Background: an optimization exercise with open tools, aiming at small area. Do not read the settings as production practice. In this exercise RTL edits were held to simulation tests only and were not proved equivalent to the original. No activity file was given, so power comes from the tool's default toggle rates.

## design/flow/run.sh

```bash
#!/bin/bash
# synth_recipe.tcl (not shown) runs the flow's synth.tcl, then flattens the netlist and writes it again
# the make line also repeats each setting of config.mk as NAME=value (left out here)
make -C /OpenROAD-flow-scripts/flow DESIGN_CONFIG=/design/flow/config.mk WORK_HOME=/design/flow/orfs CLKGATE_MAP_FILE= SYNTH_SCRIPT=/design/flow/synth_recipe.tcl finish
```

## design/flow/config.mk

```make
export PLATFORM = sky130hd
export DESIGN_NAME = branch_checkpoint_table
export DESIGN_NICKNAME = branch_checkpoint_table
export VERILOG_FILES = /design/flow/design.v
export SDC_FILE = /design/flow/constraint.sdc
export NUM_CORES = 4
export LEC_CHECK = 0
export CAP_MARGIN = 20
export CORE_MARGIN = 2
export CORE_UTILIZATION = 40
export CTS_BUF_LIST = sky130_fd_sc_hd__clkbuf_2 sky130_fd_sc_hd__clkbuf_4 sky130_fd_sc_hd__clkbuf_8
export SLEW_MARGIN = 20
```

## design/flow/design.v

```verilog
module branch_checkpoint_table #(
    parameter int CP_DEPTH = 4,
    parameter int D_REG    = 64,
    parameter int S_REG    = 16,
    parameter int ROB_LEN  = 32,
    localparam int IDW     = $clog2(CP_DEPTH),
    localparam int CW      = IDW + 1,
    localparam int DW      = $clog2(D_REG),
    localparam int SW      = $clog2(S_REG),
    localparam int RW      = $clog2(ROB_LEN)
) (
    input  logic                  clk,
    input  logic                  rst,
    input  logic                  alloc_valid,
    input  logic [D_REG-1:0]      alloc_r_free_list,
    input  logic [S_REG-1:0]      alloc_s_free_list,
    input  logic [15:0][DW-1:0]   alloc_d_translation,
    input  logic [SW-1:0]         alloc_s_translation,
    input  logic [RW-1:0]         alloc_rob_tail,
    output logic [IDW-1:0]        alloc_id,
    output logic                  full,
    output logic                  empty,
    input  logic                  resolve_valid,
    input  logic [IDW-1:0]        resolve_id,
    input  logic                  resolve_mispredict,
    input  logic                  free_valid,
    input  logic [DW-1:0]         free_reg,
    output logic [D_REG-1:0]      frl_r_cp,
    output logic [S_REG-1:0]      frl_s_cp,
    output logic [15:0][DW-1:0]   tt_d_cp,
    output logic [SW-1:0]         tt_s_cp,
    output logic [RW-1:0]         rob_tail_cp
);
    localparam int STW = S_REG + 16*DW + SW + RW;
    logic [CP_DEPTH-1:0][D_REG-1:0]     r_free_r;
    logic [CP_DEPTH-1:0][STW-1:0]       stat_r;
    logic [CP_DEPTH-1:0]  valid_r;
    logic [IDW-1:0]       head_r;
    logic [IDW-1:0]       tail_r;
    logic [CW-1:0]        count_r;
    logic                 full_r;
    logic                 empty_r;
    logic                 correct_s;
    logic                 mispredict_s;
    logic                 alloc_s;
    logic [IDW-1:0]       resolve_pos_s;
    logic [CP_DEPTH-1:0]  valid_mid_s;
    logic [IDW-1:0]       tail_mid_s;
    logic [CW-1:0]        count_mid_s;
    logic [CP_DEPTH-1:0]  valid_next_s;
    logic [IDW-1:0]       tail_next_s;
    logic [CW-1:0]        count_alloc_s;
    logic [IDW-1:0]       head_next_s;
    logic [CW-1:0]        count_next_s;
    always_comb begin
        correct_s     = resolve_valid && !resolve_mispredict && valid_r[resolve_id];
        mispredict_s  = resolve_valid && resolve_mispredict && valid_r[resolve_id];
        alloc_s       = alloc_valid && !full_r && !(resolve_valid && resolve_mispredict);
        resolve_pos_s = resolve_id - head_r;
        valid_mid_s   = valid_r;
        tail_mid_s    = tail_r;
        count_mid_s   = count_r;
        if (correct_s) begin
            valid_mid_s[resolve_id] = 1'b0;
        end else if (mispredict_s) begin
            for (int i = 0; i < CP_DEPTH; i++) begin
                if ((IDW'(i) - head_r) >= resolve_pos_s) begin
                    valid_mid_s[i] = 1'b0;
                end
            end
            tail_mid_s  = resolve_id;
            count_mid_s = {1'b0, resolve_pos_s};
        end
        valid_next_s  = valid_mid_s;
        tail_next_s   = tail_mid_s;
        count_alloc_s = count_mid_s;
        if (alloc_s) begin
            valid_next_s[tail_r] = 1'b1;
            tail_next_s          = tail_r + IDW'(1);
            count_alloc_s        = count_mid_s + CW'(1);
        end
        if ((count_mid_s != CW'(0)) && !valid_mid_s[head_r]) begin
            head_next_s  = head_r + IDW'(1);
            count_next_s = count_alloc_s - CW'(1);
        end else begin
            head_next_s  = head_r;
            count_next_s = count_alloc_s;
        end
    end
    always_ff @(posedge clk or posedge rst) begin
        if (rst) begin
            valid_r <= '0;
            head_r  <= '0;
            tail_r  <= '0;
            count_r <= '0;
            full_r  <= 1'b0;
            empty_r <= 1'b1;
        end else begin
            valid_r <= valid_next_s;
            head_r  <= head_next_s;
            tail_r  <= tail_next_s;
            count_r <= count_next_s;
            full_r  <= (count_next_s == CW'(CP_DEPTH));
            empty_r <= (count_next_s == CW'(0));
        end
    end
    logic [CP_DEPTH-1:0] we_s;
    logic [D_REG-1:0]    fdec_s;
    always_comb begin
        for (int i = 0; i < CP_DEPTH; i++)
            we_s[i] = alloc_s && (tail_r == IDW'(i));
        for (int r = 0; r < D_REG; r++)
            fdec_s[r] = free_valid && (free_reg == DW'(r));
    end
    logic [STW-1:0] alloc_stat_s;
    assign alloc_stat_s = {alloc_s_free_list, alloc_d_translation,
                           alloc_s_translation, alloc_rob_tail};
    always_ff @(posedge clk) begin
        for (int i = 0; i < CP_DEPTH; i++) begin
            r_free_r[i] <= (we_s[i] ? alloc_r_free_list : r_free_r[i]) | fdec_s;
            if (we_s[i])
                stat_r[i] <= alloc_stat_s;
        end
    end
    assign alloc_id    = tail_r;
    assign full        = full_r;
    assign empty       = empty_r;
    logic [CP_DEPTH-1:0] rsel_s;
    logic [D_REG-1:0]    rd_free_s;
    logic [STW-1:0]      rd_stat_s;
    always_comb begin
        rd_free_s = '0;
        rd_stat_s = '0;
        for (int i = 0; i < CP_DEPTH; i++) begin
            rsel_s[i] = (resolve_id == IDW'(i));
            rd_free_s = rd_free_s | ({D_REG{rsel_s[i]}} & r_free_r[i]);
            rd_stat_s = rd_stat_s | ({STW{rsel_s[i]}} & stat_r[i]);
        end
    end
    assign frl_r_cp = rd_free_s;
    assign {frl_s_cp, tt_d_cp, tt_s_cp, rob_tail_cp} = rd_stat_s;
endmodule
```

## design/flow/constraint.sdc

```tcl
create_clock -name core_clock -period 5.0 [get_ports {clk}]
set_input_delay 1.0000 -clock core_clock [delete_from_list [all_inputs] [get_ports {clk}]]
set_output_delay 1.0000 -clock core_clock [all_outputs]
set_load 0.01 [all_outputs]
```

==> results of run 1 <==
## kinds of logic (layout without fill, tap and decap cells)
family	after synthesis	after routing	share of synthesized area (%)
AND/OR/NAND/NOR	912	912	13.20
AO/OA/AOI/OAI	29	29	0.7070
flip-flops	753	753	68.86
adder cells (fa/ha/maj)	16	16	0.6897
other	0	7	0
XOR/XNOR	8	8	0.2673
multiplexers	192	192	14.63
buffers and inverters	126	668	1.655
## worst max-delay path, stage by stage
cell	delay [ns]
buf_8	0.45
buf_12	0.45
mux4_2	0.39
clkdlybuf4s50_1	0.58
## state kept, by name (all words and copies together), names as in the netlist
register	flops
head_r	2
empty_r	1
r_free_r	256
full_r	1
valid_r	4
count_r	3
tail_r	2
stat_r	484
## worst max path at each step
stage / start / endpoint / cells after the start
floorplan: resolve_id[0] / empty_r / 13
global placement: resolve_id[1] / empty_r / 15
detailed placement: resolve_id[1] / empty_r / 15
CTS: resolve_id[1] / frl_r_cp[56] / 4
global route: resolve_id[0] / tt_d_cp[38] / 4
finish: resolve_id[1] / frl_r_cp[56] / 4
## synth_stat cells (4+ instances only)
library cell	instances	area share (%)
dfrtp_1	12	1.0
nand3_1	261	4.5
nor3_1	8	0.14
nand2_1	600	7.8
dfxtp_1	256	18
o21ai_0	7	0.12
inv_1	19	0.25
edfxtp_1	484	50
nand2b_1	5	0.11
nor2_1	18	0.23
buf_1	46	0.59
mux4_2	185	14
ha_1	16	0.69
clkbuf_1	60	0.78
or3_1	4	0.086
xnor2_1	5	0.15
## metal layers
layer  up-vias  wire [um]  GRT usage (%)
li1       8396          -              -
met1      9428      31570          26.78
met2       679      39330          35.39
met3       169       5697          5.289
met4        10       2281          7.075
met5         -         67              0
## per-stage QoR
stage	cell area, um2	hold slack, ns
final	36790	0.4633
after global routing	36780	0.4835
after CTS	36780	0.4654
after detailed placement	34180	0.4506
after global placement	34170	0.4436
after floorplan	29030	0.4346
## report_power, final
part	switching, uW	internal (uW)
Sequential	666	8310
Combinational	2490	2350
Clock	2440	3070
## layout make-up
| class | instances | area (um2) |
|---|---|---|
| fillers | 6003 | 34810 |
| inverters | 19 | 101.3 |
| diodes | 7 | 17.52 |
| well taps | 950 | 1189 |
| clock inverters | 37 | 321.6 |
| multi-input cells | 1157 | 8612 |
| repair buffers | 420 | 4294 |
| clock buffers | 192 | 2273 |
| flip-flops and latches | 753 | 19990 |
## cells in the final DEF (no fill, tap or decap), types with 7 or more instances in the layout
cell type | synthesis | routed
mux4_2 | 185 | 185
ha_1 | 16 | 16
edfxtp_1 | 484 | 484
o21ai_0 | 7 | 7
clkinv_1 | 0 | 7
buf_12 | 0 | 13
dfxtp_1 | 256 | 256
inv_1 | 19 | 15
nand2_1 | 600 | 596
clkdlybuf4s50_1 | 0 | 385
dfrtp_1 | 12 | 12
nor2_1 | 18 | 17
clkinv_2 | 0 | 17
clkbuf_8 | 0 | 133
diode_2 | 0 | 7
buf_4 | 0 | 20
clkbuf_4 | 0 | 59
nand3_1 | 261 | 261
==> summary.md, run 1 <==
| Metric | Value |
|---|---|
| Status | `no timing/DRC/antenna violations` |
| Ports | `388` |
| GRT overflow | `0` |
| Via count | `approximately 19000` |
| Max Fanout on Critical Path | `between 60 and 70` |
| Period minus WS final | `roughly 3.9 ns` |
| Hold-fix buffer count after cts | `0` |
| Std cell rows | `98` |
| Yosys Warn Count | `1` |
| Top_reg_cell synth | `edfxtp_1` |
| EDFF count, synth | `just under 500` |
| Fin worst setup slack | `roughly 1.1 ns` |
| Nets | `2686` |
| Reg2reg path depth | `12` |
| Syn-to-layout area delta | `26.77%` |
| Vias in the first global route | `19360` |
| Reg2Reg Capture Point | `empty_r` |
| Die Area | `approximately 75000 um2` |
| Worst EP arrival | `2.95 ns` |
| Synth async-reset ratio | `roughly 1.7%` |
| Rel. slew slack | `between 20% and 30%` |
| Seq cells post-synth | `roughly 750` |
| PD cells | `~530 nW/um2` |
| Gpl congestion | `~0.78` |
| Die X-Extent | `about 270 um` |
| Remaining DRCs | `0` |
| Initial Utilization | `approximately two fifths` |
| Final Setup Violations | `0` |
| Hold Crit Start | `r_free_r[242]` |
| Synth cell types | `46` |
| Max VDD drop | `approximately 350 uV` |
| Clk sinks | `about 750` |
| DP HPWL | `roughly 48000 um` |
| Sequential area share after synthesis | `between 60 and 70%` |
| Post-route clock period utilization | `78.94%` |
| RSZ-0062 raised after global routing | `false` |
| Post-route antenna net violation count | `0` |
| CP Class | `input pin to output pin` |
| Post-Syn Nets | `roughly 2300` |
| Total Power | `between 15000 and 20000 uW` |
| Final core utilization | `just over 50%` |
| Core area | `between 70000 and 80000 um2` |
| Worst Hold Path EP | `r_free_r[242]` |
| TritonCTS clock tree | `yes` |
| Hold path depth | `2` |
| Per-cell routed wire length | `about 22 um` |
| Worst slew pin tran | `~1.1 ns` |
| DP Cell Count | `around 3300` |
| R2R Setup Slk | `between 1.5 and 2 ns` |
| Post-cts sizing count | `0` |
| Crit. End Element | `output pin` |
| Pleak | `approximately 0.014 uW` |
| Layout Skew | `about 0.033 ns` |
| Drt via density | `5.285` |
| PortBufs | `387` |
| Antenna violations before repair | `10` |
| CTS Buf Count | `120` |
| Fmax | `between 200 and 300 MHz` |
| First-pass GRT wire length | `roughly 120000 um` |
| Syn Inst Count | `slightly above 2000` |
| Setup bufs post-CTS | `0` |
| Startpoint type of the worst setup path | `input pin` |
| H-tree Lvls | `3` |
| Drt first pass iters | `6` |
| Die Span Y | `around 270 um` |
| Largest net degree at the start of global routing | `between 70 and 80` |
| Clock transition at path regs | `0.06 ns` |
| Skew-Pair Late Insertion Delay | `roughly 0.73 ns` |
| Maxcap violations | `0` |
| Worst r2r src | `head_r[0]` |
| Tightest Hold Check Type | `register to register` |
| Routed WL | `78950 um` |
| Clock buffer depth | `3` |
| Worst slack, placed | `0.8610 ns` |
| Req. time, crit path | `roughly 4.0 ns` |
| Post-synthesis cell area | `approximately 29000 um2` |
| Avg Cell Area, Syn | `around 14 um2` |
| DRT iter0 DRCs | `around 1400` |
| GRT Util Overall | `about a fifth` |
| Layout Cells excl Fill | `between 3000 and 4000` |
| Proportion of layout cells with a drive suffix above 1 | `17.92%` |
| Root buffer cell | `clkbuf_8` |
| Setup TNS | `0 ns` |
| Final hold viol count | `0` |
| Final Slew Violations | `0` |
==> run 2, diff against run 1 <==
--- a/design/flow/config.mk
+++ b/design/flow/config.mk
@@ -10,3 +10,2 @@
 export CORE_UTILIZATION = 40
-export CTS_BUF_LIST = sky130_fd_sc_hd__clkbuf_2 sky130_fd_sc_hd__clkbuf_4 sky130_fd_sc_hd__clkbuf_8
 export SLEW_MARGIN = 20
==> summary.md, run 2 <==
| Metric | Value |
|---|---|
| Max VDD drop | `between 300 and 400 uV` |
| Proportion of layout cells with a drive suffix above 1 | `14.03%` |
| Fin worst setup slack | `approximately 1.1 ns` |
| Drt via density | `5.363` |
| Final core utilization | `51.27%` |
| Root buffer cell | `clkbuf_16` |
| H-tree Lvls | `3` |
| RSZ-0062 raised after global routing | `false` |
| CP max stage cell | `clkdlybuf4s50_1` |
| Yosys Warn Count | `1` |
| Synth async-reset ratio | `1.726%` |
| Crit path cell chain | `buf_8 > buf_12 > mux4_2 > clkdlybuf4s50_1` |
| Commonest non-fill, non-tap cell in the layout | `nand2_1` |
| Antenna violations before repair | `10` |
| Most frequent cells in the layout | `nand2_1, edfxtp_1, clkdlybuf4s50_1` |
| Startpoint type of the worst setup path | `input pin` |
| Routed WL | `78350 um` |
| TritonCTS clock tree | `yes` |
| Synth area leaders | `edfxtp_1, dfxtp_1, mux4_2` |
| Largest register FFs | `roughly 480` |
| Crit. End Element | `output pin` |
| Worst Hold Path EP | `r_free_r[242]` |
| Pleak | `between 0.01 and 0.015 uW` |
| DP HPWL | `around 48000 um` |
| CP Class | `input pin to output pin` |
| Commonest cells in the netlist | `nand2_1, edfxtp_1, nand3_1` |
| Sequential area share after synthesis | `~70%` |
| Largest net degree at the start of global routing | `78` |
| Std cell rows | `98` |
| Worst slack, placed | `0.8610 ns` |
| Skew-Pair Late Insertion Delay | `between 0.6 and 0.7 ns` |
| Per-cell routed wire length | `about 23 um` |
| Drt first pass iters | `8` |
| Synth cell types | `46` |
| Post-synthesis cell area | `between 20000 and 30000 um2` |
| Post-route clock period utilization | `about 79%` |
| Die Area | `roughly 75000 um2` |
| Period minus WS final | `about 3.9 ns` |
| Slowest Stage Delay on Critical Path | `around 0.57 ns` |
| Cell taking the most area after synthesis | `edfxtp_1` |
| CP bufs+invs | `3` |
| Worst slew pin tran | `between 1 and 1.5 ns` |
| Gpl congestion | `a little under 0.8` |
| Remaining DRCs | `0` |
| Final hold viol count | `0` |
| R2R Setup Slk | `between 1.5 and 2 ns` |
| Vias in the first global route | `approximately 19000` |
| Worst EP arrival | `2.95 ns` |
| Maxcap violations | `0` |
| Via count | `about 19000` |
| GRT Util Overall | `20.94%` |
| Final Setup Violations | `0` |
| Rel. slew slack | `23.21%` |
| Clk sinks | `around 750` |
| Post-cts sizing count | `0` |
| EDFF count, synth | `~480` |
| DRT iter0 DRCs | `1452` |
| Post-Syn Nets | `between 2000 and 2500` |
| Setup TNS | `0 ns` |
| Largest regs | `stat_r x484, r_free_r x256, valid_r x4` |
| Clock buffer depth | `3` |
| Clock transition at path regs | `around 0.060 ns` |
| Worst r2r src | `head_r[0]` |
| Nets | `roughly 2600` |
| Ports | `about 390` |
| PortBufs | `387` |
| Syn-to-layout area delta | `26.49%` |
| Most frequent cell after synthesis | `nand2_1` |
| First-pass GRT wire length | `117400 um` |
| Die X-Extent | `roughly 270 um` |
| PD cells | `roughly 530 nW/um2` |
| Hold-fix buffer count after cts | `0` |
| Seq cells post-synth | `between 700 and 800` |
| GRT overflow | `0` |
| Largest Register | `stat_r` |
| Initial Utilization | `about 41%` |
| Post-route antenna net violation count | `0` |
| Post-synth top area share | `approximately 50%` |
| Fmax | `roughly 250 MHz` |
| Core area | `between 70000 and 80000 um2` |
| Max Fanout on Critical Path | `66` |
| Final Slew Violations | `0` |
| Setup bufs post-CTS | `0` |
| Syn Inst Count | `2036` |
| Reg2Reg Capture Point | `empty_r` |
| Kind of cell adding the most delay to the critical path | `buffers and inverters` |
| Top_reg_cell synth | `edfxtp_1` |
| Avg Cell Area, Syn | `between 10 and 15 um2` |
| CTS Buf Count | `a little under 80` |
| Status | `no timing/DRC/antenna violations` |
| Req. time, crit path | `around 4.0 ns` |
| Hold Crit Start | `r_free_r[242]` |
| Tightest Hold Check Type | `register to register` |
| Die Span Y | `273.4 um` |
| Layout Skew | `about 0.014 ns` |
| Hold path depth | `2` |
| Reg2reg path depth | `12` |
[run 2: cell count changes in the layout (fill, tap and decap cells not counted), sizes merged]
cell / previous run / this run
inv: 24 / 21
clkinvlp: 2 / 4
bufinv: 3 / 4
clkbuf: 192 / 114
clkinv: 27 / 21
[run 2: cell type report]
cell class	instances	area, um2
flip-flops and latches	753	19990
well taps	950	1189
clock buffers	114	2198
multi-input cells	1157	8612
repair buffers	420	4294
fillers	5940	34890
inverters	19	101.3
diodes	7	17.52
clock inverters	31	316.6
[run 2: how the worst max path moves through the flow]
| stage | startpoint | to | slack (ns) | depth (start not counted) |
|---|---|---|---|---|
| 2_1_floorplan | resolve_id[0] | empty_r | 0.96 | 13 |
| 3_3_place_gp | resolve_id[1] | empty_r | 0.88 | 15 |
| 3_5_place_dp | resolve_id[1] | empty_r | 0.86 | 15 |
| 4_1_cts | resolve_id[0] | frl_r_cp[45] | 1.02 | 4 |
| 5_1_grt | resolve_id[0] | tt_d_cp[38] | 0.93 | 4 |
| 6_report | resolve_id[1] | frl_r_cp[26] | 1.05 | 4 |
[run 2: logic make-up after synthesis]
logic type / synth area share (%)
xor gates and xnor gates: 0.2673
buffers and inverters: 1.655
muxes: 14.63
AOI/OAI and AO/OA: 0.7070
adders and majority gates: 0.6897
and+or+nand+nor: 13.20
DFF: 68.86
[run 2: power breakdown]
group | internal [uW] | switching (uW) | leakage, uW
combinational | 2350 | 2490 | 0.00550
sequential | 8310 | 667 | 0.00672
clock | 3280 | 2370 | 0.00121
[run 2: tightest hold or removal path: cells and delay by family, from the launching register on]
kind,cells,cell delay (ns)
AND/OR/NAND/NOR,2,0.11
flip-flops,1,0.32
[run 2: metrics by stage]
step | instance area [um2] | power (uW) | std cells | hold slack [ns]
after floorplan | 29030 | 11700 | 2036 | 0.4346
after global placement | 34170 | 13770 | 3299 | 0.4436
after detailed placement | 34180 | 13970 | 3299 | 0.4506
after CTS | 36700 | 19670 | 3444 | 0.4645
after global routing | 36700 | 20450 | 3446 | 0.4832
final | 36710 | 19470 | 3451 | 0.4632
[run 2: layer usage]
layer	routed length, um	GRT usage [%]
met1	31410	26.71
met2	39520	35.32
met3	5580	4.965
met4	1776	6.759
met5	67	0
==> run 3, diff against run 2 <==
==> design/flow/flow/run.sh (new file) <==
#!/bin/bash
# Own layout flow: the standard ORFS flow, with the port buffers made of the
# smallest buffer cell and a clock tree of small buffers without dummy loads.
set -euo pipefail
bash standard.sh \
  "BUFFER_PORTS_ARGS=-buffer_cell sky130_fd_sc_hd__buf_1" \
  "CTS_ARGS=-sink_clustering_enable -repair_clock_nets -dont_use_dummy_load -buf_list {sky130_fd_sc_hd__clkbuf_2 sky130_fd_sc_hd__clkbuf_4 sky130_fd_sc_hd__clkbuf_8}" \
  finish > orfs_make.log 2>&1
==> design/flow/standard.sh (new file) <==
#!/bin/bash
# synth_recipe.tcl (not shown) runs the flow's synth.tcl, then flattens the netlist and writes it again
# the make line also repeats each setting of config.mk as NAME=value (left out here)
make -C /OpenROAD-flow-scripts/flow DESIGN_CONFIG=/design/flow/config.mk WORK_HOME=/design/flow/orfs CLKGATE_MAP_FILE= SYNTH_SCRIPT=/design/flow/synth_recipe.tcl "${@:-finish}"
removed: design/flow/run.sh
==> summary.md, run 3 <==
| Metric | Value |
|---|---|
| Pleak | `roughly 0.012 uW` |
| Commonest cells in the netlist | `nand2_1, edfxtp_1, nand3_1` |
| Layout Skew | `0.04900 ns` |
| Clock transition at path regs | `0.05 ns` |
| Final hold viol count | `0` |
| Routing usage on met3 | `under 10%` |
| Nets | `between 2000 and 3000` |
| Largest Register | `stat_r` |
| Final Setup Violations | `0` |
| Post-synth top area share | `between 50 and 60%` |
| PD cells | `526.4 nW/um2` |
| RSZ-0062 raised after global routing | `false` |
| Post-Place Cell Area | `approximately 32000 um2` |
| Post-synthesis cell area | `a little under 30000 um2` |
| Final Slew Violations | `0` |
| Setup TNS | `0 ns` |
| Grt met1 use | `approximately 26%` |
| Die X-Extent | `273.4 um` |
| Post-route clock period utilization | `around 76%` |
| Post-cts sizing count | `0` |
| Period minus WS final | `~3.8 ns` |
| Avg Cell Area, Syn | `approximately 14 um2` |
| H-tree Lvls | `4` |
| Max Fanout on Critical Path | `between 80 and 90` |
| DRT iter0 DRCs | `approximately 1700` |
| Largest register FFs | `a little under 500` |
| Clk sinks | `between 700 and 800` |
| Routed WL | `around 79000 um` |
| Maxcap violations | `0` |
| Root buffer cell | `clkbuf_8` |
| Cell taking the most area after synthesis | `edfxtp_1` |
| Synth async-reset ratio | `roughly 1.7%` |
| Sequential area share after synthesis | `between 60% and 70%` |
| Synth cell types | `46` |
| Rel. slew slack | `a little over a quarter` |
| Syn-to-layout area delta | `15.69%` |
| Per-cell routed wire length | `22.90 um` |
| Tightest Hold Check Type | `input pin to asynchronous set/reset pin` |
| CP Class | `input pin to output pin` |
| Crit. End Element | `output pin` |
| Syn Inst Count | `between 2000 and 2500` |
| Drt first pass iters | `6` |
| Commonest non-fill, non-tap cell in the layout | `nand2_1` |
| Ports | `approximately 390` |
| Hold-fix buffer count after cts | `0` |
| Fmax | `262.5 MHz` |
| Gpl congestion | `about 0.9` |
| Max VDD drop | `259.4 uV` |
| Setup bufs post-CTS | `0` |
| Yosys Warn Count | `1` |
| Worst slew pin tran | `1.103 ns` |
| Top_reg_cell synth | `edfxtp_1` |
| Status | `no timing/DRC/antenna violations` |
| GRT overflow | `0` |
| Grt peak-use layer | `met2` |
| CP max stage cell | `mux4_2` |
| Largest regs | `stat_r x484, r_free_r x256, valid_r x4` |
| Via count | `roughly 19000` |
| CP bufs+invs | `4` |
| Worst EP arrival | `2.81 ns` |
| Req. time, crit path | `~4 ns` |
| Die Area | `between 70000 and 80000 um2` |
| Seq cells post-synth | `~750` |
| CTS Buf Count | `132` |
| DP HPWL | `between 40000 and 50000 um` |
| Crit path cell chain | `clkbuf_4 > buf_12 > buf_4 > mux4_2 > buf_1` |
| Fill cell count | `around 6300` |
| Vias in the first global route | `between 15000 and 20000` |
| Std cell rows | `98` |
| Post-route antenna net violation count | `0` |
| Final hold slack | `about 0.26 ns` |
| Post-Syn Nets | `2251` |
| Design area | `approximately 34000 um2` |
| Synth area leaders | `edfxtp_1, dfxtp_1, mux4_2` |
| EDFF count, synth | `approximately 480` |
| GRT Util Overall | `a little over a fifth` |
| Proportion of layout cells with a drive suffix above 1 | `14.98%` |
| PortBufs | `between 300 and 400` |
| Skew-Pair Late Insertion Delay | `0.73 ns` |
| Most frequent cell after synthesis | `nand2_1` |
| Remaining DRCs | `0` |
| Kind of cell adding the most delay to the critical path | `buffers and inverters` |
| Most frequent cells in the layout | `nand2_1, edfxtp_1, buf_1` |
| Drt via density | `roughly 5.5` |
| First-pass GRT wire length | `between 100000 and 150000 um` |
| Die Span Y | `roughly 270 um` |
| Initial Utilization | `40.53%` |
| Largest net degree at the start of global routing | `105` |
| Clock buffer depth | `3` |
| Antenna violations before repair | `18` |
| Final core utilization | `between 40% and 50%` |
| TritonCTS clock tree | `yes` |
| GR Util met2 | `around a third` |
| Startpoint type of the worst setup path | `input pin` |
| Core area | `a little over 70000 um2` |
| Slowest Stage Delay on Critical Path | `0.55 ns` |
==> run 3: cell counts after synthesis <==
Identical to the previous run, type by type.
==> run 3: final timing paths <==
check,from,end,slack (ns),cells after the start
worst max-delay path,resolve_id[0],tt_s_cp[0],1.19,5
worst min-delay path,rst,tail_r[0],0.26,2
worst max register to register,head_r[0],empty_r,1.62,12
worst min register to register,r_free_r[179],r_free_r[179],0.46,2
max in group asynchronous,rst,empty_r,4.39,2
min in group core_clock,r_free_r[179],r_free_r[179],0.46,2
==> run 3: cells by family after synthesis <==
kind of cell               synth area share [%]
muxes                                     14.63
buffers and inverters                     1.655
AOI/OAI and AO/OA                        0.7070
DFF                                       68.86
xor gates and xnor gates                 0.2673
and+or+nand+nor                           13.20
adders and majority gates                0.6897
==> run 3: layout make-up <==
type / instances / area [um2] / share of cell area, %
repair buffers: 422 / 1861 / 5.541
flip-flops and latches: 753 / 19990 / 59.52
multi-input cells: 1157 / 8602 / 25.62
diodes: 9 / 22.52 / 0.06707
inverters: 19 / 101.3 / 0.3018
well taps: 950 / 1189 / 3.540
clock buffers: 132 / 1817 / 5.411
==> run 3: power by group <==
part / internal, uW / switching (uW) / leakage, uW
clock: 2320 / 2170 / 0.000949
combinational: 1700 / 2480 / 0.00446
sequential: 8320 / 692 / 0.00672
total: 12300 / 5340 / 0.0121
==> run 3: worst register-to-register path, cell delays in order, from the launching register on <==
cell	delay, ns
dfrtp_1	0.58
ha_1	0.34
xor2_2	0.27
xnor2_1	0.14
ha_1	0.30
nor2b_1	0.13
o21bai_1	0.07
a211oi_1	0.38
o21ai_0	0.15
a222oi_1	0.36
buf_4	0.21
mux2_4	0.30
nor2_1	0.09
==> run 3: layer usage <==
metal	vias to the layer above	wire length (um)
li1	8325	-
met1	9468	30550
met2	785	38710
met3	197	6518
met4	22	2910
met5	-	124
==> run 3: per-stage QoR <==
| stage | setup WS [ns] | std cells | power (uW) |
|---|---|---|---|
| 4_1_cts | 1.060 | 3433 | 17870 |
| 3_5_place_dp | 1.027 | 3301 | 13340 |
| 2_1_floorplan | 0.9630 | 2036 | 11700 |
| 3_3_place_gp | 1.042 | 3301 | 13070 |
| 5_1_grt | 0.9872 | 3439 | 18650 |
| 6_report | 1.191 | 3442 | 17670 |
==> run 4, diff against run 3 <==
==> design/flow/flow/run.sh (replaced) <==
#!/bin/bash
# Own layout flow: the standard ORFS flow, with the port buffers made of the
# smallest buffer cell and a clock tree of small buffers without dummy loads.
set -euo pipefail
bash standard.sh \
  "BUFFER_PORTS_ARGS=-buffer_cell sky130_fd_sc_hd__buf_1" \
  "CTS_ARGS=-sink_clustering_enable -repair_clock_nets -dont_use_dummy_load -buf_list {sky130_fd_sc_hd__clkbuf_16} -sink_clustering_size 35 -sink_clustering_max_diameter 60" \
  finish > orfs_make.log 2>&1
==> summary.md, run 4 <==
| Metric | Value |
|---|---|
| Status | `no timing/DRC/antenna violations` |
| Pleak | `approximately 0.012 uW` |
| Ports | `roughly 390` |
| Seq cells post-synth | `between 700 and 800` |
| Grt peak-use layer | `met2` |
| Sequential area share after synthesis | `~69%` |
| Post-synth top area share | `roughly half` |
| Post-cts sizing count | `0` |
| Reg2reg path depth | `12` |
| Post-route clock period utilization | `76.21%` |
| Largest net degree at the start of global routing | `about 110` |
| Worst EP arrival | `between 2 and 3 ns` |
| Clk sinks | `approximately 750` |
| Req. time, crit path | `roughly 4.0 ns` |
| Maxcap violations | `0` |
| Drt first pass iters | `5` |
| Clock buffer depth | `3` |
| Die Area | `between 70000 and 80000 um2` |
| Die Span Y | `273.4 um` |
| Largest Register | `stat_r` |
| CTS Buf Count | `56` |
| Crit path cell chain | `clkbuf_4 > buf_12 > buf_4 > mux4_2 > buf_1` |
| PortBufs | `about 390` |
| Setup bufs post-CTS | `0` |
| Remaining DRCs | `0` |
| Drt via density | `~5.5` |
| Nets | `between 2000 and 3000` |
| Vias in the first global route | `18960` |
| Commonest non-fill, non-tap cell in the layout | `nand2_1` |
| Design area | `~33000 um2` |
| Cell taking the most area after synthesis | `edfxtp_1` |
| Initial Utilization | `between 40% and 50%` |
| Tightest Hold Check Type | `input pin to asynchronous set/reset pin` |
| Fill cell count | `between 6000 and 7000` |
| Skew-Pair Late Insertion Delay | `between 0.6 and 0.7 ns` |
| Commonest cells in the netlist | `nand2_1, edfxtp_1, nand3_1` |
| Post-Place Cell Area | `roughly 32000 um2` |
| GRT overflow | `0` |
| Via count | `around 18000` |
| Synth async-reset ratio | `between 1.5 and 2%` |
| Setup TNS | `0 ns` |
| DP Cell Count | `3301` |
| Period minus WS final | `roughly 3.8 ns` |
| Grt met1 use | `25.97%` |
| Most frequent cells in the layout | `nand2_1, edfxtp_1, buf_1` |
| Routed WL | `about 78000 um` |
| Antenna violations before repair | `20` |
| Die X-Extent | `roughly 270 um` |
| H-tree Lvls | `2` |
| Crit. End Element | `output pin` |
| Multi-input gate area | `roughly 8600 um2` |
| EDFF count, synth | `484` |
| Final Slew Violations | `0` |
| RSZ-0062 raised after global routing | `false` |
| Most frequent cell after synthesis | `nand2_1` |
| Largest register FFs | `a little under 500` |
| Final core utilization | `46.31%` |
| Post-synthesis cell area | `roughly 29000 um2` |
| Synth area leaders | `edfxtp_1, dfxtp_1, mux4_2` |
| Slowest Stage Delay on Critical Path | `~0.55 ns` |
| Post-route antenna net violation count | `0` |
| Final hold viol count | `0` |
| DRT iter0 DRCs | `1761` |
| TritonCTS clock tree | `yes` |
| Per-cell routed wire length | `approximately 23 um` |
| Fmax | `around 260 MHz` |
| GR Util met2 | `between 30 and 40%` |
| Startpoint type of the worst setup path | `input pin` |
| Max Fanout on Critical Path | `85` |
| Largest regs | `stat_r x484, r_free_r x256, valid_r x4` |
| Routing usage on met3 | `under 10%` |
| Syn Inst Count | `roughly 2000` |
| Std cell rows | `98` |
| CP Class | `input pin to output pin` |
| Syn-to-layout area delta | `14.26%` |
| Layout Cells excl Fill | `between 3000 and 4000` |
| Final Setup Violations | `0` |
| Worst r2r src | `head_r[0]` |
| Top_reg_cell synth | `edfxtp_1` |
| Avg Cell Area, Syn | `around 14 um2` |
| Yosys Warn Count | `1` |
| PD cells | `around 520 nW/um2` |
| Gpl congestion | `roughly 0.88` |
| Post-Syn Nets | `roughly 2300` |
| GRT Util Overall | `20.50%` |
| Root buffer cell | `clkbuf_16` |
| Hold-fix buffer count after cts | `0` |
| Synth cell types | `46` |
| Proportion of layout cells with a drive suffix above 1 | `between 10% and 20%` |
| Layout Skew | `roughly 0.049 ns` |
| CP max stage cell | `mux4_2` |
| FF+latch area | `about 20000 um2` |
| Max VDD drop | `approximately 350 uV` |
| DP HPWL | `between 40000 and 50000 um` |
| Rel. slew slack | `~28%` |
| Worst slew pin tran | `about 1.1 ns` |
| R2R Setup Slk | `1.59 ns` |
| Reg2Reg Capture Point | `empty_r` |
| First-pass GRT wire length | `115700 um` |
| Clock transition at path regs | `0.07 ns` |
| Core area | `71610 um2` |
| Final hold slack | `about 0.39 ns` |
[run 4: changes by cell type in the layout (fill, tap and decap cells not counted), sizes merged]
cell and delta:
clkbuf -76
[run 4: final cells by class]
type                            instances  area share, %
Sequential cell                       753          60.27
Multi-Input combinational cell       1157          25.94
Timing Repair Buffer                  422          5.610
Clock buffer                           56          4.226
Tap cell                              950          3.584
Inverter                               19         0.3056
Antenna cell                            9        0.06791
[run 4: worst max-delay path by stage]
stage,startpoint,end,cells past startpoint
after CTS,resolve_id[0],tt_s_cp[0],5
after global routing,resolve_id[0],tt_d_cp[4],5
after global placement,resolve_id[0],tt_d_cp[7],5
after detailed placement,resolve_id[0],empty_r,14
after floorplan,resolve_id[0],empty_r,13
final,resolve_id[0],tt_s_cp[0],5
[run 4: cell families after synthesis]
| kind of cell | count (synthesis) | synth area share [%] |
|---|---|---|
| xor+xnor | 8 | 0.2673 |
| flops | 753 | 68.86 |
| simple gates | 912 | 13.20 |
| mux | 192 | 14.63 |
| compound gates | 29 | 0.7070 |
| fa+ha+maj | 16 | 0.6897 |
| buf+inv | 126 | 1.655 |
[run 4: through the flow]
| stage | total power (uW) | setup WS, ns |
|---|---|---|
| 6_report | 17110 | 1.190 |
| 5_1_grt | 18010 | 0.9871 |
| 4_1_cts | 17270 | 1.060 |
| 3_5_place_dp | 13340 | 1.027 |
| 3_3_place_gp | 13070 | 1.042 |
| 2_1_floorplan | 11700 | 0.9630 |
[run 4: critical path, delay by kind of cell]
| family | cells | cell delay, ns |
|---|---|---|
| buffers and inverters | 4 | 1.22 |
| multiplexers | 1 | 0.55 |
[run 4: power by group]
group          leakage [uW]  internal [uW]  total (uW)  switching (uW)
registers           0.00672           8300        9000             695
logic               0.00446           1700        4180            2480
clock network      0.000690           1960        3930            1970
total                0.0119          12000       17100            5140
[run 4: routing by layer]
| metal | wire length [um] | share of wire, % |
|---|---|---|
| met1 | 30370 | 39 |
| met2 | 38330 | 49 |
| met3 | 6241 | 8.0 |
| met4 | 2565 | 3.3 |
| met5 | 115 | 0.15 |
==> run 5, diff against run 4 <==
==> design/flow/flow/run.sh (replaced) <==
#!/bin/bash
# Own layout flow: the standard ORFS flow, with the port buffers made of the
# smallest buffer cell and a clock tree of small buffers without dummy loads.
set -euo pipefail
bash standard.sh \
  "BUFFER_PORTS_ARGS=-buffer_cell sky130_fd_sc_hd__buf_1" \
  "CTS_ARGS=-sink_clustering_enable -repair_clock_nets -dont_use_dummy_load -buf_list {sky130_fd_sc_hd__clkbuf_8} -sink_clustering_size 18 -sink_clustering_max_diameter 50" \
  finish > orfs_make.log 2>&1
==> summary.md, run 5 <==
| Metric | Value |
|---|---|
| Pleak | `approximately 0.012 uW` |
| H-tree Lvls | `3` |
| Syn Inst Count | `between 2000 and 2500` |
| Yosys Warn Count | `1` |
| Initial Utilization | `about two fifths` |
| Skew-Pair Late Insertion Delay | `approximately 0.67 ns` |
| Status | `no timing/DRC/antenna violations` |
| Synth async-reset ratio | `under 10%` |
| Crit. End Element | `output pin` |
| Crit path cell chain | `clkbuf_4 > buf_12 > buf_4 > mux4_2 > buf_1` |
| Hold-fix buffer count after cts | `0` |
| Remaining DRCs | `0` |
| Post-Syn Nets | `~2300` |
| Post-route antenna net violation count | `0` |
| Synth cell types | `46` |
| Syn-to-layout area delta | `13.46%` |
| Tightest Hold Check Type | `input pin to asynchronous set/reset pin` |
| Final Slew Violations | `0` |
| Max VDD drop | `295.6 uV` |
| Clk sinks | `approximately 750` |
| Largest net degree at the start of global routing | `between 100 and 150` |
| CP Class | `input pin to output pin` |
| Most frequent cell after synthesis | `nand2_1` |
| Reg2reg path depth | `12` |
| Worst slew pin tran | `1.081 ns` |
| Clock transition at path regs | `~0.08 ns` |
| GRT Util Overall | `20.68%` |
| Drt via density | `5.450` |
| PD cells | `about 500 nW/um2` |
| Sequential area share after synthesis | `around 69%` |
| Via count | `between 15000 and 20000` |
| DP HPWL | `48680 um` |
| EDFF count, synth | `484` |
| Die Area | `about 75000 um2` |
| Worst r2r src | `head_r[0]` |
| Nets | `2653` |
| Final Setup Violations | `0` |
| Final hold slack | `approximately 0.31 ns` |
| Setup bufs post-CTS | `0` |
| Setup TNS | `0 ns` |
| Startpoint type of the worst setup path | `input pin` |
| Avg Cell Area, Syn | `around 14 um2` |
| Routed WL | `77970 um` |
| DRT iter0 DRCs | `roughly 1700` |
| Most frequent cells in the layout | `nand2_1, edfxtp_1, buf_1` |
| Synth area leaders | `edfxtp_1, dfxtp_1, mux4_2` |
| Root buffer cell | `clkbuf_8` |
| Top_reg_cell synth | `edfxtp_1` |
| Largest Register | `stat_r` |
| Final hold viol count | `0` |
| RSZ-0062 raised after global routing | `false` |
| First-pass GRT wire length | `approximately 120000 um` |
| Drt first pass iters | `6` |
| Core area | `a little over 70000 um2` |
| PortBufs | `387` |
| Gpl congestion | `~0.88` |
| Ports | `388` |
| Worst EP arrival | `approximately 2.8 ns` |
| CTS Buf Count | `85` |
| Kind of cell adding the most delay to the critical path | `buffers and inverters` |
| Layout Skew | `0.07252 ns` |
| TritonCTS clock tree | `yes` |
| Die X-Extent | `273.4 um` |
| Antenna violations before repair | `18` |
| R2R Setup Slk | `approximately 1.6 ns` |
| Post-synthesis cell area | `between 20000 and 30000 um2` |
| Fill cell count | `roughly 6400` |
| Post-cts sizing count | `0` |
| Req. time, crit path | `4.00 ns` |
| Clock buffer depth | `3` |
| Vias in the first global route | `19190` |
| Commonest non-fill, non-tap cell in the layout | `nand2_1` |
| Largest register FFs | `484` |
| Slowest Stage Delay on Critical Path | `0.55 ns` |
| Die Span Y | `roughly 270 um` |
| Reg2Reg Capture Point | `empty_r` |
| CP max stage cell | `mux4_2` |
| Cell taking the most area after synthesis | `edfxtp_1` |
| Maxcap violations | `0` |
| Period minus WS final | `~3.8 ns` |
| Max Fanout on Critical Path | `85` |
| Commonest cells in the netlist | `nand2_1, edfxtp_1, nand3_1` |
| CP bufs+invs | `4` |
| Rel. slew slack | `27.69%` |
| Std cell rows | `98` |
| Per-cell routed wire length | `approximately 23 um` |
| Post-route clock period utilization | `between 70% and 80%` |
| Largest regs | `stat_r x484, r_free_r x256, valid_r x4` |
| Seq cells post-synth | `roughly 750` |
| Fmax | `263.0 MHz` |
| GRT overflow | `0` |
| Proportion of layout cells with a drive suffix above 1 | `a little over an eighth` |
| Post-synth top area share | `between 50 and 60%` |
-- run 5: metrics by stage --
| step | utilization [%] | cell area, um2 | setup slack [ns] | power, uW | std cells |
|---|---|---|---|---|---|
| 2_1_floorplan | - | 29030 | 0.9630 | 11700 | 2036 |
| 3_3_place_gp | 44.32 | 31740 | 1.042 | 13070 | 3301 |
| 3_5_place_dp | 44.32 | 31740 | 1.027 | 13340 | 3301 |
| 4_1_cts | 45.96 | 32910 | 1.058 | 16810 | 3386 |
| 5_1_grt | 45.98 | 32920 | 0.9860 | 17570 | 3392 |
| 6_report | 45.99 | 32930 | 1.197 | 16630 | 3395 |
-- run 5: worst max path at each step --
stage,start,to,depth (start not counted)
2_1_floorplan,resolve_id[0],empty_r,13
3_3_place_gp,resolve_id[0],tt_d_cp[7],5
3_5_place_dp,resolve_id[0],empty_r,14
4_1_cts,resolve_id[0],tt_s_cp[0],5
5_1_grt,resolve_id[0],tt_d_cp[4],5
6_report,resolve_id[0],tt_s_cp[0],5
-- run 5: cell type report --
class | count | area, um2 | share of cell area [%]
Clock buffer | 85 | 1170 | 3.553
Inverter | 19 | 101.3 | 0.3078
Sequential cell | 753 | 19990 | 60.69
Multi-Input combinational cell | 1157 | 8602 | 26.12
Tap cell | 950 | 1189 | 3.610
Antenna cell | 9 | 22.52 | 0.06839
Timing Repair Buffer | 422 | 1861 | 5.650
-- run 5: worst reg2reg max path, stage by stage, from the launching register on --
cell and delay, ns:
dfrtp_1 0.59, ha_1 0.34, xor2_2 0.27, xnor2_1 0.15, ha_1 0.30, nor2b_1 0.13
o21bai_1 0.07, a211oi_1 0.38, o21ai_0 0.15, a222oi_1 0.37, buf_4 0.21, mux2_4 0.30
nor2_1 0.09
-- run 5: metal layers --
layer  vias to the layer above  wire (um)  track usage [%]
met1                      9329      30110            25.94
met5                         -        126                0
met2                       752      38460            33.71
met4                        22       2628            8.786
li1                       8233          -                -
met3                       166       6650            5.807
-- run 5: where the power goes --
| group | total [uW] | switching [uW] | internal [uW] | leakage, uW |
|---|---|---|---|---|
| registers | 8990 | 692 | 8300 | 0.00672 |
| logic | 4180 | 2480 | 1700 | 0.00446 |
| clock network | 3460 | 1950 | 1500 | 0.000611 |
| total | 16600 | 5120 | 11500 | 0.0118 |
-- run 5: cells by family (layout without fill, tap and decap cells) --
group                      Yosys count  after routing  synth area share, %
adders and majority gates           16             16               0.6897
buffers and inverters              126            526                1.655
and+or+nand+nor                    912            912                13.20
DFF                                753            753                68.86
AOI/OAI and AO/OA                   29             29               0.7070
other                                0              9                    0
xor gates and xnor gates             8              8               0.2673
muxes                              192            192                14.63
==> run 6, diff against run 5 <==
==> design/flow/flow/run.sh (replaced) <==
#!/bin/bash
set -euo pipefail
SRC="VERILOG_FILES=$PWD/flow/mapped.v"
CTS="CTS_ARGS=-sink_clustering_enable -repair_clock_nets -dont_use_dummy_load -buf_list {sky130_fd_sc_hd__clkbuf_8} -sink_clustering_size 18 -sink_clustering_max_diameter 50"
bash standard.sh "$SRC" synth > synth_make.log 2>&1
bash standard.sh "$SRC" \
  "BUFFER_PORTS_ARGS=-buffer_cell sky130_fd_sc_hd__buf_1" \
  "$CTS" \
  finish > orfs_make.log 2>&1
==> design/flow/flow/mapped.v (new file) <==
// branch_checkpoint_table
// Keeps one rename-state snapshot (free lists, translation maps, ROB tail) per
// in-flight branch. Entries are allocated in program order at the tail,
// released out of order on resolve, and retired from the head one per cycle.
// A mispredict discards the resolving entry and every younger one, and the
// stored snapshot of the resolving entry is presented combinationally so the
// hazard controller can restore in the same cycle.
//
// Area-oriented implementation: the snapshot payload has no reset (an entry's
// payload is only observable while it is live, and it is always written when
// it becomes live), and released registers are forwarded into every entry's
// data free list regardless of liveness (a dead entry's contents are never
// observed and are overwritten on its next allocation).

`ifndef NUM_D_REG
`define NUM_D_REG 64
`endif
`ifndef NUM_S_REG
`define NUM_S_REG 16
`endif
`ifndef ROB_LENGTH
`define ROB_LENGTH 32
`endif

module branch_checkpoint_table #(
    parameter int CP_DEPTH = 4,
    parameter int D_REG    = `NUM_D_REG,
    parameter int S_REG    = `NUM_S_REG,
    parameter int ROB_LEN  = `ROB_LENGTH,
    localparam int IDW     = $clog2(CP_DEPTH),
    localparam int CW      = IDW + 1,
    localparam int DW      = $clog2(D_REG),
    localparam int SW      = $clog2(S_REG),
    localparam int RW      = $clog2(ROB_LEN)
) (
    input  logic                  clk,
    input  logic                  rst,
    // checkpoint capture
    input  logic                  alloc_valid,
    input  logic [D_REG-1:0]      alloc_r_free_list,
    input  logic [S_REG-1:0]      alloc_s_free_list,
    input  logic [15:0][DW-1:0]   alloc_d_translation,
    input  logic [SW-1:0]         alloc_s_translation,
    input  logic [RW-1:0]         alloc_rob_tail,
    output logic [IDW-1:0]        alloc_id,
    output logic                  full,
    output logic                  empty,
    // branch resolution
    input  logic                  resolve_valid,
    input  logic [IDW-1:0]        resolve_id,
    input  logic                  resolve_mispredict,
    // registers released by commit
    input  logic                  free_valid,
    input  logic [DW-1:0]         free_reg,
    // recovery snapshot of entry resolve_id
    output logic [D_REG-1:0]      frl_r_cp,
    output logic [S_REG-1:0]      frl_s_cp,
    output logic [15:0][DW-1:0]   tt_d_cp,
    output logic [SW-1:0]         tt_s_cp,
    output logic [RW-1:0]         rob_tail_cp
);

    // Static part of a snapshot (written only on allocation)
    localparam int STW = S_REG + 16*DW + SW + RW;

    // Payload storage
    logic [CP_DEPTH-1:0][D_REG-1:0]     r_free_r;
    logic [CP_DEPTH-1:0][STW-1:0]       stat_r;

    // Bookkeeping
    logic [CP_DEPTH-1:0]  valid_r;
    logic [IDW-1:0]       head_r;
    logic [IDW-1:0]       tail_r;
    logic [CW-1:0]        count_r;
    logic                 full_r;
    logic                 empty_r;

    // Next-state signals
    logic                 correct_s;
    logic                 mispredict_s;
    logic                 alloc_s;
    logic [IDW-1:0]       resolve_pos_s;
    logic [CP_DEPTH-1:0]  valid_mid_s;
    logic [IDW-1:0]       tail_mid_s;
    logic [CW-1:0]        count_mid_s;
    logic [CP_DEPTH-1:0]  valid_next_s;
    logic [IDW-1:0]       tail_next_s;
    logic [CW-1:0]        count_alloc_s;
    logic [IDW-1:0]       head_next_s;
    logic [CW-1:0]        count_next_s;

    // Resolve, allocate and retire decisions for this cycle
    always_comb begin
        correct_s     = resolve_valid && !resolve_mispredict && valid_r[resolve_id];
        mispredict_s  = resolve_valid && resolve_mispredict && valid_r[resolve_id];
        // A mispredict request blocks allocation even if its id is stale
        alloc_s       = alloc_valid && !full_r && !(resolve_valid && resolve_mispredict);
        // Position of the resolving entry counted from the oldest live entry
        resolve_pos_s = resolve_id - head_r;

        valid_mid_s   = valid_r;
        tail_mid_s    = tail_r;
        count_mid_s   = count_r;
        if (correct_s) begin
            valid_mid_s[resolve_id] = 1'b0;
        end else if (mispredict_s) begin
            for (int i = 0; i < CP_DEPTH; i++) begin
                if ((IDW'(i) - head_r) >= resolve_pos_s) begin
                    valid_mid_s[i] = 1'b0;
                end
            end
            tail_mid_s  = resolve_id;
            count_mid_s = {1'b0, resolve_pos_s};
        end

        valid_next_s  = valid_mid_s;
        tail_next_s   = tail_mid_s;
        count_alloc_s = count_mid_s;
        if (alloc_s) begin
            valid_next_s[tail_r] = 1'b1;
            tail_next_s          = tail_r + IDW'(1);
            count_alloc_s        = count_mid_s + CW'(1);
        end

        if ((count_mid_s != CW'(0)) && !valid_mid_s[head_r]) begin
            head_next_s  = head_r + IDW'(1);
            count_next_s = count_alloc_s - CW'(1);
        end else begin
            head_next_s  = head_r;
            count_next_s = count_alloc_s;
        end
    end

    // Pointer, occupancy and status-flag registers
    always_ff @(posedge clk or posedge rst) begin
        if (rst) begin
            valid_r <= '0;
            head_r  <= '0;
            tail_r  <= '0;
            count_r <= '0;
            full_r  <= 1'b0;
            empty_r <= 1'b1;
        end else begin
            valid_r <= valid_next_s;
            head_r  <= head_next_s;
            tail_r  <= tail_next_s;
            count_r <= count_next_s;
            full_r  <= (count_next_s == CW'(CP_DEPTH));
            empty_r <= (count_next_s == CW'(0));
        end
    end

    // Write enables and released-register decode
    logic [CP_DEPTH-1:0] we_s;
    logic [D_REG-1:0]    fdec_s;
    always_comb begin
        for (int i = 0; i < CP_DEPTH; i++)
            we_s[i] = alloc_s && (tail_r == IDW'(i));
        for (int r = 0; r < D_REG; r++)
            fdec_s[r] = free_valid && (free_reg == DW'(r));
    end

    logic [STW-1:0] alloc_stat_s;
    assign alloc_stat_s = {alloc_s_free_list, alloc_d_translation,
                           alloc_s_translation, alloc_rob_tail};

    // Snapshot payload registers (no reset)
    // Data free list: next = (we ? alloc : q) | released, one a221o per bit
    logic [CP_DEPTH-1:0]            wen_s;
    logic [CP_DEPTH-1:0][D_REG-1:0] r_free_nx_s;
    assign wen_s = ~we_s;
    for (genvar gi = 0; gi < CP_DEPTH; gi++) begin : g_fn
        for (genvar gb = 0; gb < D_REG; gb++) begin : g_b
            sky130_fd_sc_hd__a221o_1 u_nx (
                .A1(wen_s[gi]), .A2(r_free_r[gi][gb]),
                .B1(we_s[gi]),  .B2(alloc_r_free_list[gb]),
                .C1(fdec_s[gb]), .X(r_free_nx_s[gi][gb]));
        end
    end

    always_ff @(posedge clk) begin
        for (int i = 0; i < CP_DEPTH; i++) begin
            r_free_r[i] <= r_free_nx_s[i];
            if (we_s[i])
                stat_r[i] <= alloc_stat_s;
        end
    end

    assign alloc_id    = tail_r;
    assign full        = full_r;
    assign empty       = empty_r;

    // Zero-latency recovery read of the resolving entry: one-hot select,
    // a222oi over entries 0..2, nand2 for entry 3, nand2 to combine
    logic [CP_DEPTH-1:0] rsel_s;
    always_comb
        for (int i = 0; i < CP_DEPTH; i++)
            rsel_s[i] = (resolve_id == IDW'(i));

    logic [D_REG-1:0] rd_free_s;
    logic [STW-1:0]   rd_stat_s;
    for (genvar gb = 0; gb < D_REG; gb++) begin : g_free
        logic n1, n2;
        sky130_fd_sc_hd__a222oi_1 u_a (
            .A1(rsel_s[0]), .A2(r_free_r[0][gb]),
            .B1(rsel_s[1]), .B2(r_free_r[1][gb]),
            .C1(rsel_s[2]), .C2(r_free_r[2][gb]), .Y(n1));
        sky130_fd_sc_hd__nand2_1 u_b (.A(rsel_s[3]), .B(r_free_r[3][gb]), .Y(n2));
        sky130_fd_sc_hd__nand2_1 u_c (.A(n1), .B(n2), .Y(rd_free_s[gb]));
    end
    for (genvar gb = 0; gb < STW; gb++) begin : g_stat
        logic n1, n2;
        sky130_fd_sc_hd__a222oi_1 u_a (
            .A1(rsel_s[0]), .A2(stat_r[0][gb]),
            .B1(rsel_s[1]), .B2(stat_r[1][gb]),
            .C1(rsel_s[2]), .C2(stat_r[2][gb]), .Y(n1));
        sky130_fd_sc_hd__nand2_1 u_b (.A(rsel_s[3]), .B(stat_r[3][gb]), .Y(n2));
        sky130_fd_sc_hd__nand2_1 u_c (.A(n1), .B(n2), .Y(rd_stat_s[gb]));
    end

    assign frl_r_cp = rd_free_s;
    assign {frl_s_cp, tt_d_cp, tt_s_cp, rob_tail_cp} = rd_stat_s;

endmodule
==> summary.md, run 6 <==
| Metric | Value |
|---|---|
| Synth cell types | `53` |
| Status | `no timing/DRC/antenna violations` |
| Maxcap violations | `0` |
| DRT iter0 DRCs | `about 2500` |
| Top_reg_cell synth | `edfxtp_1` |
| Vias in the first global route | `about 19000` |
| Commonest non-fill, non-tap cell in the layout | `edfxtp_1` |
| Final hold viol count | `0` |
| Per-cell routed wire length | `approximately 25 um` |
| Multi-input gate area | `between 7000 and 8000 um2` |
| Max Fanout on Critical Path | `28` |
| CTS Buf Count | `70` |
| Rel. slew slack | `about a third` |
| Tightest Hold Check Type | `input pin to asynchronous set/reset pin` |
| Worst EP arrival | `3.04 ns` |
| Crit path cell chain | `buf_1 > nor2b_4 > buf_4 > a222oi_1 > nand2_1 > buf_1` |
| Most used cell, CP | `buf_1` |
| Pleak | `around 0.011 uW` |
| Syn-to-layout area delta | `15.43%` |
| Post-synthesis cell area | `27160 um2` |
| FF+latch area | `19990 um2` |
| Via count | `between 15000 and 20000` |
| Slowest Stage Delay on Critical Path | `roughly 0.60 ns` |
| Setup TNS | `0 ns` |
| Clock transition at path regs | `between 0.1 and 0.15 ns` |
| Most frequent cell after synthesis | `edfxtp_1` |
| Routed WL | `approximately 78000 um` |
| Std cell rows | `95` |
| CP Class | `input pin to output pin` |
| TritonCTS clock tree | `yes` |
| Largest Register | `stat_r` |
| EDFF count, synth | `484` |
| Post-Syn Nets | `2006` |
| Die X-Extent | `264.6 um` |
| Largest register FFs | `slightly below 500` |
| RSZ-0062 raised after global routing | `false` |
| First-pass GRT wire length | `116000 um` |
| Largest net degree at the start of global routing | `between 90 and 100` |
| Post-cts sizing count | `0` |
| Yosys Warn Count | `1` |
| Fmax | `around 250 MHz` |
| Req. time, crit path | `~4 ns` |
| Skew-Pair Late Insertion Delay | `a little under 0.7 ns` |
| H-tree Lvls | `3` |
| Period minus WS final | `4.041 ns` |
| PD cells | `around 520 nW/um2` |
| Drt via density | `6.006` |
| Die Area | `around 70000 um2` |
| Core area | `67160 um2` |
| Clock buffer depth | `3` |
| Proportion of layout cells with a drive suffix above 1 | `about 6.4%` |
| Post-synth top area share | `53.52%` |
| Post-Place Cell Area | `between 30000 and 40000 um2` |
| Design area | `approximately 31000 um2` |
| Die Span Y | `between 200 and 300 um` |
| Ports | `388` |
| Fill cell count | `~6000` |
| Initial Utilization | `40.44%` |
| Drt first pass iters | `10` |
| Cell taking the most area after synthesis | `edfxtp_1` |
| CP bufs+invs | `3` |
| Max VDD drop | `between 300 and 400 uV` |
| Kind of cell adding the most delay to the critical path | `buffers and inverters` |
| GRT overflow | `0` |
| Synth area leaders | `edfxtp_1, dfxtp_1, a221o_1` |
| Final Setup Violations | `0` |
| Layout Skew | `~0.090 ns` |
| DP HPWL | `about 46000 um` |
| Clk sinks | `753` |
| Nets | `approximately 2500` |
| Synth async-reset ratio | `1.726%` |
| Final Slew Violations | `0` |
| Seq cells post-synth | `753` |
| Most frequent cells in the layout | `edfxtp_1, nand2_1, buf_1` |
| Post-route antenna net violation count | `0` |
| Antenna violations before repair | `10` |
| Sequential area share after synthesis | `approximately 74%` |
| Post-route clock period utilization | `between 80 and 90%` |
| Worst slew pin tran | `just over 1 ns` |
| Crit. End Element | `output pin` |
| Setup bufs post-CTS | `0` |
| Avg Cell Area, Syn | `15.15 um2` |
| Gpl congestion | `0.8317` |
| Commonest cells in the netlist | `edfxtp_1, nand2_1, a221o_1, dfxtp_1, a222oi_1` |
| PortBufs | `~390` |
| Root buffer cell | `clkbuf_8` |
| Syn Inst Count | `1792` |
| Hold-fix buffer count after cts | `0` |
| Startpoint type of the worst setup path | `input pin` |
| CP max stage cell | `buf_1` |
| GRT Util Overall | `between 20% and 30%` |
| Remaining DRCs | `0` |
| Largest regs | `stat_r x484, r_free_r x256, valid_r x4` |
[run 6: cell types whose count changed in the layout (fill, tap and decap cells not counted), sizes merged, moves of 6 or more]
cell | previous run | this run
clkbuf | 87 | 70
mux2i | 3 | 9
nor3 | 8 | 1
a222oi | 1 | 185
buf | 420 | 435
nor2 | 18 | 74
nand3 | 261 | 11
nand2 | 600 | 394
mux4 | 185 | 0
a221o | 0 | 256
[run 6: stage by stage]
| stage | cells | power [uW] | setup WS (ns) | hold slack, ns | util (%) |
|---|---|---|---|---|---|
| after floorplan | 1792 | 11750 | -0.4504 | 0.4604 | - |
| after global placement | 3088 | 13020 | 0.9556 | 0.4707 | 45.21 |
| after detailed placement | 3088 | 13190 | 0.9493 | 0.4760 | 45.21 |
| after CTS | 3158 | 16300 | 0.9515 | 0.2613 | 46.64 |
| after global routing | 3161 | 16990 | 0.8098 | 0.2990 | 46.65 |
| final | 3167 | 16220 | 0.9594 | 0.3196 | 46.68 |
[run 6: path summary, 6_finish.rpt]
check / startpoint / to / slack [ns] / cells after the start
max: resolve_id[1] / tt_d_cp[53] / 0.96 / 6
min: rst / valid_r[0] / 0.32 / 2
max reg2reg: head_r[0] / empty_r / 1.87 / 10
min reg2reg: r_free_r[12] / r_free_r[12] / 0.49 / 1
max in group asynchronous: rst / full_r / 4.25 / 2
min in group core_clock: r_free_r[12] / r_free_r[12] / 0.49 / 1
[run 6: cell type report]
class / instances / share of cell area (%)
Antenna cell: 9 / 0.07184
Clock buffer: 70 / 3.073
Inverter: 18 / 0.2634
Multi-Input combinational cell: 1009 / 22.65
Sequential cell: 753 / 63.75
Tap cell: 873 / 3.484
Timing Repair Buffer: 435 / 6.702
[run 6: metal layers]
metal / up-vias / GRT usage (%) / share of wire [%]
met1: 9529 / 28.59 / 41
met4: 10 / 6.050 / 1.8
met2: 896 / 35.05 / 49
met5: - / 0 / 0.082
li1: 8472 / - / -
met3: 113 / 5.193 / 8.9
[run 6: cells by family after synthesis]
| kind of cell | count (synthesis) | synth area share [%] |
|---|---|---|
| AO/OA/AOI/OAI | 469 | 17.08 |
| XOR/XNOR | 10 | 0.3778 |
| adder cells (fa/ha/maj) | 15 | 0.6911 |
| buffers and inverters | 30 | 0.4930 |
| flip-flops | 753 | 73.59 |
| multiplexers | 11 | 0.4561 |
| AND/OR/NAND/NOR | 504 | 7.312 |
[run 6: worst register-to-register path, delay by kind of cell (launching register included)]
kind            cells  cell delay [ns]
compound gates      3             0.69
flops               1             0.62
mux                 1             0.24
xor+xnor            2             0.52
fa+ha+maj           2             0.61
simple gates        2             0.37
[run 6: report_power, final]
| group | internal (uW) | switching, uW | leakage, uW |
|---|---|---|---|
| clock | 1250 | 1880 | 0.000503 |
| sequential | 8320 | 751 | 0.00672 |
| combinational | 1790 | 2220 | 0.00366 |
| total | 11400 | 4850 | 0.0109 |
==> run 7, diff against run 6 <==
==> design/flow/flow/run.sh (replaced) <==
#!/bin/bash
set -euo pipefail
SRC="VERILOG_FILES=$PWD/flow/mapped.v"
CTS="CTS_ARGS=-sink_clustering_enable -repair_clock_nets -dont_use_dummy_load -buf_list {sky130_fd_sc_hd__clkbuf_4} -sink_clustering_size 10 -sink_clustering_max_diameter 40"
bash standard.sh "$SRC" synth > synth_make.log 2>&1
bash standard.sh "$SRC" \
  "BUFFER_PORTS_ARGS=-buffer_cell sky130_fd_sc_hd__buf_1" \
  "$CTS" \
  finish > orfs_make.log 2>&1
==> summary.md, run 7 <==
| Metric | Value |
|---|---|
| Reg2reg path depth | `10` |
| Largest net degree at the start of global routing | `between 90 and 100` |
| Initial Utilization | `approximately 40%` |
| Crit path depth | `6` |
| Crit path cell chain | `buf_1 > nor2b_4 > buf_4 > a222oi_1 > nand2_1 > buf_1` |
| Post-Place Cell Area | `~30000 um2` |
| Yosys Warn Count | `1` |
| Pleak | `about 0.011 uW` |
| Setup bufs post-CTS | `0` |
| Post-route antenna net violation count | `0` |
| Layout Skew | `between 0.1 and 0.15 ns` |
| Worst slew pin tran | `between 1 and 1.5 ns` |
| Root buffer cell | `clkbuf_4` |
| Sw Pwr | `roughly 4900 uW` |
| Clk sinks | `approximately 750` |
| Clock buffer depth | `3` |
| Clk pwr share | `18.2%` |
| Compound-Gate Fraction of Synth Area | `roughly 17%` |
| Ports | `388` |
| Commonest cells in the netlist | `edfxtp_1, nand2_1, a221o_1, dfxtp_1, a222oi_1` |
| Sw Share | `roughly 30%` |
| Worst Setup SP | `resolve_id[1]` |
| Crit path to | `tt_d_cp[53]` |
| Maxcap violations | `0` |
| Status | `no timing/DRC/antenna violations` |
| Gpl congestion | `0.8317` |
| Period minus WS final | `4.032 ns` |
| GRT overflow | `0` |
| Remaining DRCs | `0` |
| Syn-to-layout area delta | `14.98%` |
| Largest Register | `stat_r` |
| RSZ-0062 raised after global routing | `false` |
| Synth cell types | `53` |
| Main combinational cell family by area after synthesis | `compound AO/OA/AOI/OAI gates` |
| Kind of cell adding the most delay to the critical path | `buffers and inverters` |
| Layout Cells excl Fill | `3211` |
| Proportion of layout cells with a drive suffix above 1 | `under 10%` |
| Post-route clock period utilization | `between 80% and 90%` |
| Final Slew Violations | `0` |
| Drt first pass iters | `10` |
| Via count | `between 15000 and 20000` |
| PortBufs | `387` |
| Design area | `between 30000 and 40000 um2` |
| Most frequent cell after synthesis | `edfxtp_1` |
| CP bufs+invs | `3` |
| DRT iter0 DRCs | `around 2300` |
| Clock transition at path regs | `around 0.06 ns` |
| H-tree Lvls | `3` |
| Sequential Power Share | `~57%` |
| Reg2Reg Capture Point | `empty_r` |
| Post-Syn Nets | `2006` |
| Sequential area share after synthesis | `about three quarters` |
| Drt via density | `approximately 6.0` |
| Top_reg_cell synth | `edfxtp_1` |
| EDFF count, synth | `484` |
| Most frequent cells in the layout | `edfxtp_1, nand2_1, buf_1` |
| Final Setup Violations | `0` |
| Req. time, crit path | `around 4 ns` |
| Std cell rows | `between 90 and 100` |
| Max Fanout on Critical Path | `28` |
| Per-cell routed wire length | `~25 um` |
| Die Span Y | `between 200 and 300 um` |
| Core area | `between 60000 and 70000 um2` |
| Post-synthesis cell area | `around 27000 um2` |
| DP Cell Count | `3088` |
| CP max stage cell | `buf_1` |
| Synth area leaders | `edfxtp_1, dfxtp_1, a221o_1` |
| Die Area | `approximately 70000 um2` |
| Cell internal pwr | `between 10000 and 15000 uW` |
| Final hold viol count | `0` |
| Avg Cell Area, Syn | `approximately 15 um2` |
| Max VDD drop | `~270 uV` |
| Post-cts sizing count | `0` |
| PD cells | `around 500 nW/um2` |
| Most used cell, CP | `buf_1` |
| Routed WL | `roughly 79000 um` |
| Fmax | `roughly 250 MHz` |
| Worst r2r src | `head_r[0]` |
| Worst EP arrival | `~3.0 ns` |
| Area share of fa/ha/maj cells after synthesis | `less than 1%` |
| Largest regs | `stat_r x484, r_free_r x256, valid_r x4` |
| DP HPWL | `~46000 um` |
| R2R Setup Slk | `1.83 ns` |
| Nets | `about 2500` |
| Startpoint type of the worst setup path | `input pin` |
| Post-synthesis xor/xnor area fraction | `less than 1%` |
| Vias in the first global route | `between 15000 and 20000` |
| Skew-Pair Late Insertion Delay | `0.91 ns` |
| First-pass GRT wire length | `about 120000 um` |
| TritonCTS clock tree | `yes` |
| Synth Area in Simple Gates | `between 7 and 8%` |
| GRT Util Overall | `about 22%` |
| Crit. End Element | `output pin` |
| Slowest Stage Delay on Critical Path | `0.60 ns` |
| Largest register FFs | `just under 500` |
| CP Class | `input pin to output pin` |
| Syn Inst Count | `about 1800` |
| Post-synthesis mux area share | `less than 1%` |
| Synth async-reset ratio | `1.726%` |
| Commonest non-fill, non-tap cell in the layout | `edfxtp_1` |
| Combinational Power Share | `between 20% and 30%` |
| Tightest Hold Check Type | `input pin to asynchronous set/reset pin` |
| Cell taking the most area after synthesis | `edfxtp_1` |
| CTS Buf Count | `between 100 and 150` |
| Seq cells post-synth | `753` |
| Rel. slew slack | `about a third` |
| Post-synth top area share | `53.52%` |
| Hold-fix buffer count after cts | `0` |
| Die X-Extent | `approximately 260 um` |
| Antenna violations before repair | `15` |
## run 7: cell counts after synthesis
No cell type changed its count.
## run 7: worst min-delay path by stage
stage,from,end,slack (ns)
after detailed placement,r_free_r[221],r_free_r[221],0.48
after CTS,rst,head_r[0],0.09
final,rst,head_r[0],0.18
after global routing,rst,full_r,0.13
after floorplan,r_free_r[19],r_free_r[19],0.46
after global placement,r_free_r[27],r_free_r[27],0.47
## run 7: area by class of cell
class,count,area [um2]
fill,6009,35930
sequential,753,19990
multi-input combinational,1009,7101
timing repair buffer,435,2101
tap,873,1092
clock buffer,111,833.3
inverter,18,82.58
antenna,12,30.03
## run 7: metal layers
metal	up-vias	track usage (%)	wire, um
met4	14	7.217	2018
met5	-	0	91
met2	937	34.89	37810
met3	155	5.648	6899
met1	9691	28.31	32130
li1	8594	-	-
## run 7: metrics by stage
step                      total power (uW)  setup slack [ns]  TNS (ns)  hold WS (ns)  utilization [%]
after floorplan                      11750           -0.4504   -165.96        0.4604                -
after global placement               13020            0.9556         0        0.4707            45.21
after detailed placement             13190            0.9493         0        0.4760            45.21
after CTS                            16090            0.9515         0       0.09296            46.45
after global routing                 16780            0.8089         0        0.1322            46.47
final                                16000            0.9678         0        0.1805            46.49
## run 7: logic make-up after synthesis
logic type               after synthesis
AO/OA/AOI/OAI                        469
XOR/XNOR                              10
adder cells (fa/ha/maj)               15
buffers and inverters                 30
flip-flops                           753
multiplexers                          11
AND/OR/NAND/NOR                      504
## run 7: power by group through the flow
stage	clock network (uW)	registers, uW	logic [uW]
5_1_grt	3240	9210	4330
3_3_place_gp	0	9090	3930
6_report	2920	9070	4010
2_1_floorplan	0	9010	2740
4_1_cts	3030	9040	4020
3_5_place_dp	0	9170	4020

[afterwards: timing with drivers on the ports]
No port has a modelled driver above. Below, the same layouts with a new extraction and two added sets of constraints. Step 1, drivers: a clkbuf_16 drives clk and a buf_2 each remaining input, both assumed. Step 2 also shifts input and output timing later by t, the mid clock arrival at the registers, as if the neighbouring blocks saw the same clock. a / b / c = ideal ports / drivers / drivers and shift; a / b = the first two.
| run | t, ns | setup slack, ns | worst setup path after step 2 | slew at the worst register clock pin (ns) | cell pins on the clock port's net |
|---|---|---|---|---|---|
| run 1 | 0.788 | 1.053 / 1.001 / 0.856 | input to register | 0.07 / 0.07 | 1 |
| run 2 | 0.676 | 1.054 / 1.002 / 0.839 | input to register | 0.06 / 0.06 | 1 |
| run 3 | 0.783 | 1.191 / 1.167 / 0.989 | input to register | 0.06 / 0.06 | 1 |
| run 4 | 0.663 | 1.190 / 1.165 / 0.953 | input to register | 0.10 / 0.10 | 1 |
| run 5 | 0.709 | 1.197 / 1.173 / 0.983 | input to register | 0.10 / 0.10 | 1 |
| run 6 | 0.700 | 0.959 / 0.885 / 0.885 | input to output | 0.11 / 0.11 | 1 |
| run 7 | 0.893 | 0.968 / 0.897 / 0.862 | input to register | 0.11 / 0.11 | 1 |
After both steps setup and hold are still met in every run listed. The setup slack of run 4, which loses most, moves by -0.025 ns with the drivers and by -0.237 ns with both steps.
